This is an optimization exercise on Yosys and OpenROAD, whose aim is small area, a short achievable clock period and few clock cycles per item, not a production implementation.
For this run, only the layout was checked, not whether the RTL still works.

<file path="config.mk">
export PLATFORM = sky130hd
export DESIGN_NAME = alu_top
export DESIGN_NICKNAME = alu_top
export VERILOG_FILES = /design/flow/design.v
export SDC_FILE = /design/flow/constraint.sdc
export NUM_CORES = 4
export LEC_CHECK = 0
export CAP_MARGIN = 20
export CORE_MARGIN = 2
export CORE_UTILIZATION = 40
export SLEW_MARGIN = 20
</file>
<file path="constraint.sdc">
create_clock -name core_clock -period 11.0 [get_ports {clk}]
set_input_delay 2.2000 -clock core_clock [delete_from_list [all_inputs] [get_ports {clk}]]
set_output_delay 2.2000 -clock core_clock [all_outputs]
set_load 0.01 [all_outputs]
</file>
<file path="design.v">
`timescale 1ns/1ps
`default_nettype none
package alu_types_pkg;
	typedef logic [32-1:0] word_t;
	typedef logic [$clog2(32)-1:0] shamt_t;  
	typedef enum logic [6-1:0] {
		SLL    = 6'b000000,
		SRL    = 6'b000010,
		SRA    = 6'b000011,
		SLLV   = 6'b000100,
		SRLV   = 6'b000110,
		SRAV   = 6'b000111,
		JR     = 6'b001000,
		JALR   = 6'b001001,
		MFHI   = 6'b010000,
		MTHI   = 6'b010001,
		MFLO   = 6'b010010,
		MTLO   = 6'b010011,
		MULT   = 6'b011000,
		MULTU  = 6'b011001,
		DIV    = 6'b011010,
		DIVU   = 6'b011011,
		ADD    = 6'b100000,
		ADDU   = 6'b100001,
		SUB    = 6'b100010,
		SUBU   = 6'b100011,
		AND    = 6'b100100,
		OR     = 6'b100101,
		XOR    = 6'b100110,
		NOR    = 6'b100111,
		SLT    = 6'b101010,
		SLTU   = 6'b101011,
		LUI    = 6'b101100,
		PASS_A = 6'b111110,  
		PASS_B = 6'b111111   
	} alu_op_e;
endpackage
`default_nettype wire
`timescale 1ns/1ps
`default_nettype none
package muldiv_pkg;
	typedef enum logic {
		IDLE = 1'b0,
		RUN  = 1'b1
	} muldiv_state_e;
endpackage
`default_nettype wire
`timescale 1ns/1ps
`default_nettype none
module alu_core (
	input  alu_types_pkg::alu_op_e op,
	input  alu_types_pkg::word_t   operand_a,
	input  alu_types_pkg::word_t   operand_b,
	input  alu_types_pkg::word_t   hi_value,
	input  alu_types_pkg::word_t   lo_value,
	output alu_types_pkg::word_t   result
);
	localparam int W = 32;
	logic [$clog2(W)-1:0] shamt;
	logic                 sub;
	logic [W+1:0]         addw;
	alu_types_pkg::word_t sum;
	logic                 carry;
	logic                 slt;
	logic                 sltu;
	logic                 left;
	logic                 fill;
	alu_types_pkg::word_t sh_in;
	logic [W:0]           sh_ext;
	alu_types_pkg::word_t sh_out;
	alu_types_pkg::word_t sh_res;
	function automatic alu_types_pkg::word_t reverse(input alu_types_pkg::word_t x);
		for (int i = 0; i < W; i++)
			reverse[i] = x[W-1-i];
	endfunction
	assign shamt = operand_a[$clog2(W)-1:0];
	assign sub   = op[1];
	assign addw  = {1'b0, operand_a, sub} + {1'b0, operand_b ^ {W{sub}}, sub};
	assign sum   = addw[W:1];
	assign carry = addw[W+1];
	assign sltu  = !carry;
	assign slt   = (operand_a[W-1] ^ operand_b[W-1]) ? operand_a[W-1] : sum[W-1];
	assign left   = (op[1:0] == 2'b00);
	assign fill   = op[0] & operand_b[W-1];
	assign sh_in  = left ? reverse(operand_b) : operand_b;
	assign sh_ext = $signed({fill, sh_in}) >>> shamt;
	assign sh_out = sh_ext[W-1:0];
	assign sh_res = left ? reverse(sh_out) : sh_out;
	always_comb begin
		result = '0;  
		case (op)
			alu_types_pkg::SLL,
			alu_types_pkg::SLLV,
			alu_types_pkg::SRL,
			alu_types_pkg::SRLV,
			alu_types_pkg::SRA,
			alu_types_pkg::SRAV:   result = sh_res;
			alu_types_pkg::JR,
			alu_types_pkg::JALR,
			alu_types_pkg::PASS_B: result = operand_b;
			alu_types_pkg::PASS_A: result = operand_a;
			alu_types_pkg::MFHI:   result = hi_value;
			alu_types_pkg::MFLO:   result = lo_value;
			alu_types_pkg::ADD,
			alu_types_pkg::ADDU,
			alu_types_pkg::SUB,
			alu_types_pkg::SUBU:   result = sum;
			alu_types_pkg::AND:    result = operand_a & operand_b;
			alu_types_pkg::OR:     result = operand_a | operand_b;
			alu_types_pkg::XOR:    result = operand_a ^ operand_b;
			alu_types_pkg::NOR:    result = ~(operand_a | operand_b);
			alu_types_pkg::SLT:    result = {{(W-1){1'b0}}, slt};
			alu_types_pkg::SLTU:   result = {{(W-1){1'b0}}, sltu};
			alu_types_pkg::LUI:    result = {operand_b[W/2-1:0], {(W/2){1'b0}}};
			default:               result = '0;
		endcase
	end
endmodule
`default_nettype wire
`timescale 1ns/1ps
`default_nettype none
module iterative_multiplier #(
	parameter int W = 37
) (
	input  wire  [W-1:0] x,      
	input  wire          one,    
	input  wire          two,    
	input  wire          neg,    
	output logic [W-1:0] pp
);
	logic [W-1:0] sel;
	assign sel = one ? x : (two ? {x[W-2:0], 1'b0} : '0);
	assign pp  = sel ^ {W{neg}};
endmodule
`default_nettype wire
`timescale 1ns/1ps
`default_nettype none
module iterative_divider (
	input  alu_types_pkg::word_t         dividend,    
	input  alu_types_pkg::word_t         divisor,     
	output logic [$clog2(32)-1:0] shift,      
	output logic                          short_q,    
	output alu_types_pkg::word_t         aligned      
);
	localparam int W = 32;
	localparam int CW = $clog2(W) + 1;
	function automatic logic [CW-1:0] clz(input alu_types_pkg::word_t x);
		clz = CW'(W);
		for (int i = 0; i < W; i++)
			if (x[i])
				clz = CW'(W - 1 - i);
	endfunction
	logic [CW:0] diff;
	assign diff    = {1'b0, clz(divisor)} - {1'b0, clz(dividend)};
	assign short_q = diff[CW];
	assign shift   = diff[CW-2:0];
	assign aligned = divisor << shift;
endmodule
`default_nettype wire
`timescale 1ns/1ps
`default_nettype none
module hilo_unit (
	input  wire                    clk,
	input  wire                    arst_n,
	input  wire                    issue,
	input  alu_types_pkg::alu_op_e op,
	input  alu_types_pkg::word_t   operand_a,
	input  alu_types_pkg::word_t   operand_b,
	output alu_types_pkg::word_t   hi,
	output alu_types_pkg::word_t   lo,
	output logic                   stall
);
	localparam int W  = 32;
	localparam int TW = W + 5;    
	localparam int SW = $clog2(W);
	typedef enum logic [2:0] {
		S_IDLE = 3'd0,
		S_MUL  = 3'd1,    
		S_MULX = 3'd2,    
		S_DABS = 3'd3,    
		S_DALN = 3'd4,    
		S_DITR = 3'd5,    
		S_DQ   = 3'd6,    
		S_DR   = 3'd7     
	} state_e;
	state_e               state;
	logic [SW-1:0]        count;
	alu_types_pkg::word_t m;         
	logic                 mx;        
	logic                 hx;        
	logic                 prev;      
	logic                 sgn;
	logic                 neg_a;
	logic                 neg_q;
	logic                 busy;
	logic                 uses_hilo;
	logic                 accept;
	logic                 start;
	logic                 is_div;
	logic                 a_zero;    
	logic                 x_lo;      
	logic                 one0, two0, neg0, one1, two1, neg1, cin;
	logic [TW-1:0]        x;
	logic [TW-1:0]        acc;
	logic [TW-1:0]        pp0;
	logic [TW-1:0]        pp1;
	logic [TW-1:0]        pp1s;
	logic [TW-1:0]        cs_s;
	logic [TW-1:0]        cs_c;
	logic [TW-1:0]        t;
	logic                 q;
	logic [SW-1:0]        al_shift;
	logic                 al_short;
	alu_types_pkg::word_t al_div;
	logic                 b_zero;
	function automatic logic sgn_of_op(input alu_types_pkg::alu_op_e o);
		sgn_of_op = !o[0];  
	endfunction
	assign busy      = (state != S_IDLE);
	assign uses_hilo = (op[5:4] == 2'b01) && !op[2];
	assign stall     = busy && uses_hilo;
	assign accept    = issue && !stall;
	assign start     = accept && (op[5:2] == 4'b0110);
	assign is_div    = op[1];
	always_comb begin
		a_zero = 1'b0;
		x_lo   = 1'b0;
		one0   = 1'b0;
		two0   = 1'b0;
		neg0   = 1'b0;
		one1   = 1'b0;
		two1   = 1'b0;
		neg1   = 1'b0;
		cin    = 1'b0;
		case (state)
			S_MUL: begin
				one0 = lo[0] ^ prev;
				two0 = (lo[1] & !lo[0] & !prev) | (!lo[1] & lo[0] & prev);
				neg0 = lo[1];
				one1 = lo[2] ^ lo[1];
				two1 = (lo[3] & !lo[2] & !lo[1]) | (!lo[3] & lo[2] & lo[1]);
				neg1 = lo[3];
			end
			S_MULX: begin
				one0 = prev;
			end
			S_DABS: begin
				a_zero = 1'b1;
				one0   = 1'b1;
				neg0   = neg_a;
				cin    = neg_a;
			end
			S_DALN: begin
				a_zero = 1'b1;
				x_lo   = 1'b1;
				one0   = 1'b1;
				neg0   = sgn & lo[W-1];
				cin    = sgn & lo[W-1];
			end
			S_DITR: begin
				one0 = 1'b1;
				neg0 = 1'b1;
			end
			S_DQ: begin
				a_zero = 1'b1;
				x_lo   = 1'b1;
				one0   = 1'b1;
				neg0   = 1'b1;
				cin    = 1'b1;
			end
			S_DR: begin
				a_zero = 1'b1;
				one0   = 1'b1;
				neg0   = neg_a;
				cin    = neg_a;
			end
			default: begin
			end
		endcase
	end
	assign x   = x_lo ? {{(TW-W){sgn & lo[W-1]}}, lo} : {{(TW-W){mx}}, m};
	assign acc = a_zero ? '0 : {{(TW-W){hx}}, hi};
	iterative_multiplier #(.W(TW)) u_pp0 (.x(x), .one(one0), .two(two0), .neg(neg0), .pp(pp0));
	iterative_multiplier #(.W(TW)) u_pp1 (.x(x), .one(one1), .two(two1), .neg(neg1), .pp(pp1));
	assign pp1s = {pp1[TW-3:0], 2'b00};
	assign cs_s = acc ^ pp0 ^ pp1s;
	assign cs_c = (acc & pp0) | (acc & pp1s) | (pp0 & pp1s);
	assign t    = cs_s + {cs_c[TW-2:0], cin};
	assign q    = t[TW-1];
	assign b_zero = (lo == '0);
	iterative_divider u_align (
		.dividend (m),
		.divisor  (t[W-1:0]),
		.shift    (al_shift),
		.short_q  (al_short),
		.aligned  (al_div)
	);
	always_ff @(posedge clk or negedge arst_n) begin
		if (!arst_n) begin
			state <= S_IDLE;
			hi    <= '0;
			lo    <= '0;
		end else begin
			case (state)
				S_IDLE: begin
					if (start) begin
						hi    <= (operand_b & {(W/2){2'b10}}) >> 1;
						lo    <= operand_b;
						if (is_div)
							state <= (sgn_of_op(op) && operand_a[W-1]) ? S_DABS : S_DALN;
						else
							state <= S_MUL;
					end else if (accept && op == alu_types_pkg::MTHI) begin
						hi <= operand_a;
					end else if (accept && op == alu_types_pkg::MTLO) begin
						lo <= operand_a;
					end
				end
				S_MUL: begin
					hi <= t[W+3:4];
					lo <= {t[3:0], lo[W-1:4]};
					if (count == '0)
						state <= (!sgn && lo[3]) ? S_MULX : S_IDLE;
				end
				S_MULX: begin
					hi    <= t[W-1:0];
					state <= S_IDLE;
				end
				S_DABS: begin
					state <= S_DALN;
				end
				S_DALN: begin
					hi <= al_div;
					lo <= {W{b_zero}};
					if (b_zero || al_short)
						state <= neg_q ? S_DQ : S_DR;
					else
						state <= S_DITR;
				end
				S_DITR: begin
					hi <= {1'b0, hi[W-1:1]};
					lo <= {lo[W-2:0], q};
					if (count == '0)
						state <= neg_q ? S_DQ : S_DR;
				end
				S_DQ: begin
					lo    <= t[W-1:0];
					state <= S_DR;
				end
				S_DR: begin
					hi    <= t[W-1:0];
					state <= S_IDLE;
				end
				default: begin
					state <= S_IDLE;
				end
			endcase
		end
	end
	always_ff @(posedge clk) begin
		hx <= 1'b0;
		case (state)
			S_IDLE: begin
				m     <= operand_a;
				mx    <= sgn_of_op(op) && operand_a[W-1];
				sgn   <= sgn_of_op(op);
				neg_a <= sgn_of_op(op) && operand_a[W-1];
				neg_q <= sgn_of_op(op) && (operand_a[W-1] ^ operand_b[W-1]) && (operand_b != '0);
				prev  <= 1'b0;
				count <= SW'(W / 4 - 1);
			end
			S_MUL: begin
				hx    <= t[TW-1];
				prev  <= lo[3];
				count <= count - 1'b1;
			end
			S_DABS: begin
				m  <= t[W-1:0];
				mx <= 1'b0;
			end
			S_DALN: begin
				count <= al_shift;
			end
			S_DITR: begin
				if (q)
					m <= ~t[W-1:0];
				count <= count - 1'b1;
			end
			default: begin
			end
		endcase
	end
endmodule
`default_nettype wire
`timescale 1ns/1ps
`default_nettype none
module alu_top (
	input  wire                    clk,
	input  wire                    arst_n,
	input  wire                    issue,
	input  wire [6-1:0] op,
	input  wire [32-1:0]   operand_a,
	input  wire [32-1:0]   operand_b,
	output logic [32-1:0]  result,
	output logic [32-1:0]  hi,
	output logic [32-1:0]  lo,
	output logic                   stall
);
	alu_types_pkg::alu_op_e op_e;
	assign op_e = alu_types_pkg::alu_op_e'(op);
	alu_core u_alu_core (
		.op        (op_e),
		.operand_a (operand_a),
		.operand_b (operand_b),
		.hi_value  (hi),
		.lo_value  (lo),
		.result    (result)
	);
	hilo_unit u_hilo (
		.clk       (clk),
		.arst_n    (arst_n),
		.issue     (issue),
		.op        (op_e),
		.operand_a (operand_a),
		.operand_b (operand_b),
		.hi        (hi),
		.lo        (lo),
		.stall     (stall)
	);
endmodule
`default_nettype wire
</file>
<file path="run.sh">
#!/bin/bash
# synth_recipe.tcl (not shown) runs the flow's synth.tcl, then flattens the netlist and writes it again
# the make line also repeats each setting of config.mk as NAME=value (left out here)
make -C /OpenROAD-flow-scripts/flow DESIGN_CONFIG=/design/flow/config.mk WORK_HOME=/design/flow/orfs CLKGATE_MAP_FILE= SYNTH_SCRIPT=/design/flow/synth_recipe.tcl finish
</file>
==> results.sh <==
export IMPL_worst_pin_slew_ns=1.16
export IMPL_cts_tree="done"
export IMPL_initial_core_util=0.404
export IMPL_port_buffers=169
export IMPL_antenna_found_initial=0
export IMPL_async_reset_ff_frac=0.609
export IMPL_grt_max_degree=65
export IMPL_whs_endpoint="u_hilo.state[1]$_DFFE_PN0P_"
export IMPL_finalNetCount=3259
export IMPL_fin_ws_ns=1.27
export IMPL_dp_hpwl_mm=90.0
export IMPL_syn_inst=2991
export IMPL_regToRegEndpoint="u_hilo.hi[6]$_DFFE_PN0P_"
export IMPL_dr_pass1_iters=8
export IMPL_postCtsSetupBuffers=0
export IMPL_finalClockSkew_ns=0.0113
export IMPL_synth_nets=3242
export IMPL_vias_per_cell=6.86
export IMPL_cp_cell_sequence="clkdlybuf4s50_1 > buf_4 > xor2_1 > ha_1 > a21o_1 > a21oi_1 > o211ai_1 > nand4_1 > a31oi_1 > o221ai_1 > o21ai_0 > o21ai_0 > nand2b_1 > a2111oi_0 > a211o_1 > clkdlybuf4s50_1"
export IMPL_crit_slowest_cell="o221ai_1"
export IMPL_period_minus_slack_ns=9.73
export IMPL_die_x_um=239
export IMPL_hold_depth=3
export IMPL_clk_pin_slew_worst_paths_ns=0.08
export IMPL_die_area_um2=57300
export IMPL_drv_cap=0
export IMPL_cp_arrival_ns=7.53
export IMPL_synth_edff_count=42
export IMPL_rows=86
export IMPL_end_kind="primary output"
export IMPL_worst_path_buf_inv=3
export IMPL_reg2regPathDepth=30
export IMPL_grt_overflow=0
export IMPL_cts_sinks=110
export IMPL_rsz0062_at_grt="false"
export IMPL_fillers=5570
export IMPL_outcome="complete, no violations"
export IMPL_path_max_fanout=10
export IMPL_fmax_mhz=103
export IMPL_drc=0
export IMPL_finalWirelength_mm=116
export IMPL_ant_nets=0
export IMPL_yosys_area_share_simple=0.176
export IMPL_worstReg2RegStart="u_hilo.state[0]$_DFFE_PN0P_"
export IMPL_min_from="u_hilo.count[4]$_DFFE_PP_"
export IMPL_synth_area_per_cell_um2=7.41
export IMPL_dpl_worst_slack_ns=1.43
export IMPL_final_setup_viol_count=0
export IMPL_h_tree_depth=3
export IMPL_synth_seq_cells=110
export IMPL_synth_top_family_by_area="compound AO/OA/AOI/OAI gates"
export IMPL_grt_pass1_vias=24500
export IMPL_synth_cell_types=106
export IMPL_coreArea_um2=54900
export IMPL_post_cts_resized=0
export IMPL_clk_root_buffer_cell="clkbuf_16"
export IMPL_synthAdderAreaFrac=0.113
export IMPL_fin_setup_tns_ns=0
export IMPL_grt_util_all_layers=0.400
export IMPL_timing_final_crit_share=0.884
export IMPL_ioPinCount=170
export IMPL_yosysWarnings=3
export IMPL_holdBufCountCts=0
export IMPL_drive_above_1_share=0.0714
export IMPL_synth_mux_area_frac=0.118
export IMPL_post_drt_wl_per_cell_um=31.3
export IMPL_cts_buffers=9
export IMPL_crit_required_ns=8.80
export IMPL_worstSkewPairLatency_ns=0.41
export IMPL_cts_max_path_buffers=2
export IMPL_grt_pass1_wl_mm=169
export IMPL_multiInputGateArea_um2=17900
export IMPL_synth_compound_area_share=0.312
export IMPL_cpLargestDelayFamily="compound AO/OA/AOI/OAI gates"
export IMPL_cpPeakStageDelay_ns=0.76
export IMPL_cp_start_kind="input pin"
export IMPL_chipHeight_um=239
export IMPL_final_hold_viol_count=0
export IMPL_r2r_setup_slack_ns=1.69
export IMPL_first_iter_violations=3160
export IMPL_hold_path_class="register to register"
export IMPL_synth_xor_area_share=0.0813
export IMPL_finalMaxSlewViolations=0
export IMPL_relSlewSlack=0.226
export IMPL_worst_setup_path_type="input pin to primary output"
export IMPL_regArea_um2=2960
export IMPL_syn_to_final_growth_pct=12.3
export IMPL_routabilityCongestion=1.07
export IMPL_synth_ff_type="dfrtp_1"
export IMPL_num_vias=25500
export IMPL_yosysSeqAreaShare=0.134
export IMPL_netlist_area_um2=22200
-- worst max-delay path by stage --
stage	from	endpoint	slack, ns	cells after the start
final	operand_b[0]	result[30]	1.27	16
after global routing	operand_b[0]	result[30]	1.08	16
after CTS	operand_b[0]	result[30]	1.41	16
after global placement	operand_b[0]	result[30]	1.48	16
after floorplan	op[1]	result[30]	2.24	18
after detailed placement	operand_b[0]	result[30]	1.43	16
-- worst register-to-register path, delay by kind of cell (launching register included) --
family          cells  cell delay, ns
compound gates     12            3.55
simple gates        7            2.27
fa+ha+maj           4            1.67
mux                 1            0.53
buf+inv             4            0.52
flops               1            0.37
xor+xnor            2            0.34
-- stage by stage --
| stage | instances | instance area [um2] | util | hold WS (ns) |
|---|---|---|---|---|
| final | 3718 | 24900 | 0.453 | 0.648 |
| after CTS | 3717 | 24900 | 0.453 | 0.650 |
| after floorplan | 2991 | 22200 | - | 0.546 |
| after global routing | 3717 | 24900 | 0.453 | 0.713 |
| after detailed placement | 3701 | 24600 | 0.448 | 0.637 |
| after global placement | 3701 | 24600 | 0.448 | 0.633 |
-- Yosys cell counts (all sizes together), types with 13 or more instances --
library cell	number	area (um2)
inv	119	447
o21a	19	143
a221oi	31	289
nand4	18	113
nor4	32	213
buf	56	245
a311oi	17	149
a21boi	14	105
and3	25	161
mux4	21	477
nand2	385	1450
a21oi	251	1300
a31oi	24	186
o31ai	28	210
nor3	34	170
o21ai	188	945
edfxtp	42	1260
fa	36	721
nor2	192	721
o21bai	15	113
xor2	92	813
dfrtp	67	1680
nand2b	15	93.8
o221ai	19	166
a22oi	38	285
xnor2	112	988
o22ai	89	557
mux2i	204	2040
a21o	48	360
a211oi	51	393
a222oi	33	330
ha	142	1780
and2	47	297
clkbuf	205	771
nor2b	13	88.8
nand3	47	235
o211ai	89	673
-- sequential cells by signal, indices dropped and copies added, names as in the netlist, 3 cells and up --
name          flops
u_hilo.hi        32
u_hilo.lo        32
u_hilo.m         32
u_hilo.count      5
u_hilo.state      3
-- routing by layer --
layer | part of all wire | GRT usage
met1 | 0.38 | 0.502
met2 | 0.45 | 0.633
met3 | 0.10 | 0.0772
met4 | 0.067 | 0.246
met5 | 0 | 0
-- logic make-up (layout without fill, tap and decap cells) --
| family | after synthesis | count (layout) |
|---|---|---|
| AO/OA/AOI/OAI | 1028 | 1028 |
| AND/OR/NAND/NOR | 855 | 855 |
| buffers and inverters | 382 | 404 |
| multiplexers | 234 | 234 |
| XOR/XNOR | 204 | 204 |
| adder cells (fa/ha/maj) | 178 | 178 |
| flip-flops | 110 | 110 |
| other | 0 | 1 |
-- cell usage in the layout, fill, tap and decap left out, types with 90 or more instances in the layout --
| cell | instances |
|---|---|
| inv_1 | 115 |
| ha_1 | 142 |
| xnor2_1 | 109 |
| clkdlybuf4s50_1 | 167 |
| a21oi_1 | 245 |
| xor2_1 | 90 |
| o21ai_0 | 181 |
| nor2_1 | 184 |
| mux2i_1 | 204 |
| nand2_1 | 382 |
| buf_4 | 99 |
-- layout make-up --
type                            instances  share of cell area
Tap cell                              704              0.0354
Timing Repair Buffer                  267              0.0975
Antenna cell                            1            0.000101
Inverter                              121              0.0183
Sequential cell                       110               0.119
Clock inverter                          5             0.00151
Multi-Input combinational cell       2499               0.718
Clock buffer                           11             0.00976

[afterwards: timing with drivers on the ports]
Ports are ideal in the flow. The routed layout listed here was re-timed in OpenROAD. Step 1 sets driving cells, clkbuf_16 on the clock port and buf_2 on the other inputs (assumed; they add their load-dependent delay and slew). Step 2 moves the port delays by t, midway between the first and last clock arrival at a register: inputs arrive t later, outputs are due t later. That takes back most of the time a late clock gives input paths. Three values: no drivers, after step 1, after step 2; two values: the first two.
shift t [ns]: 0.460
slack for setup (ns): 1.274 / 1.245 / 1.245
hold WS [ns]: 0.648 / 0.648 / 0.648
cell pins on the clock port's net: 1
After both steps setup and hold are still met in this run. The setup slack of this run moves by -0.029 ns with the drivers and by -0.029 ns with both steps.
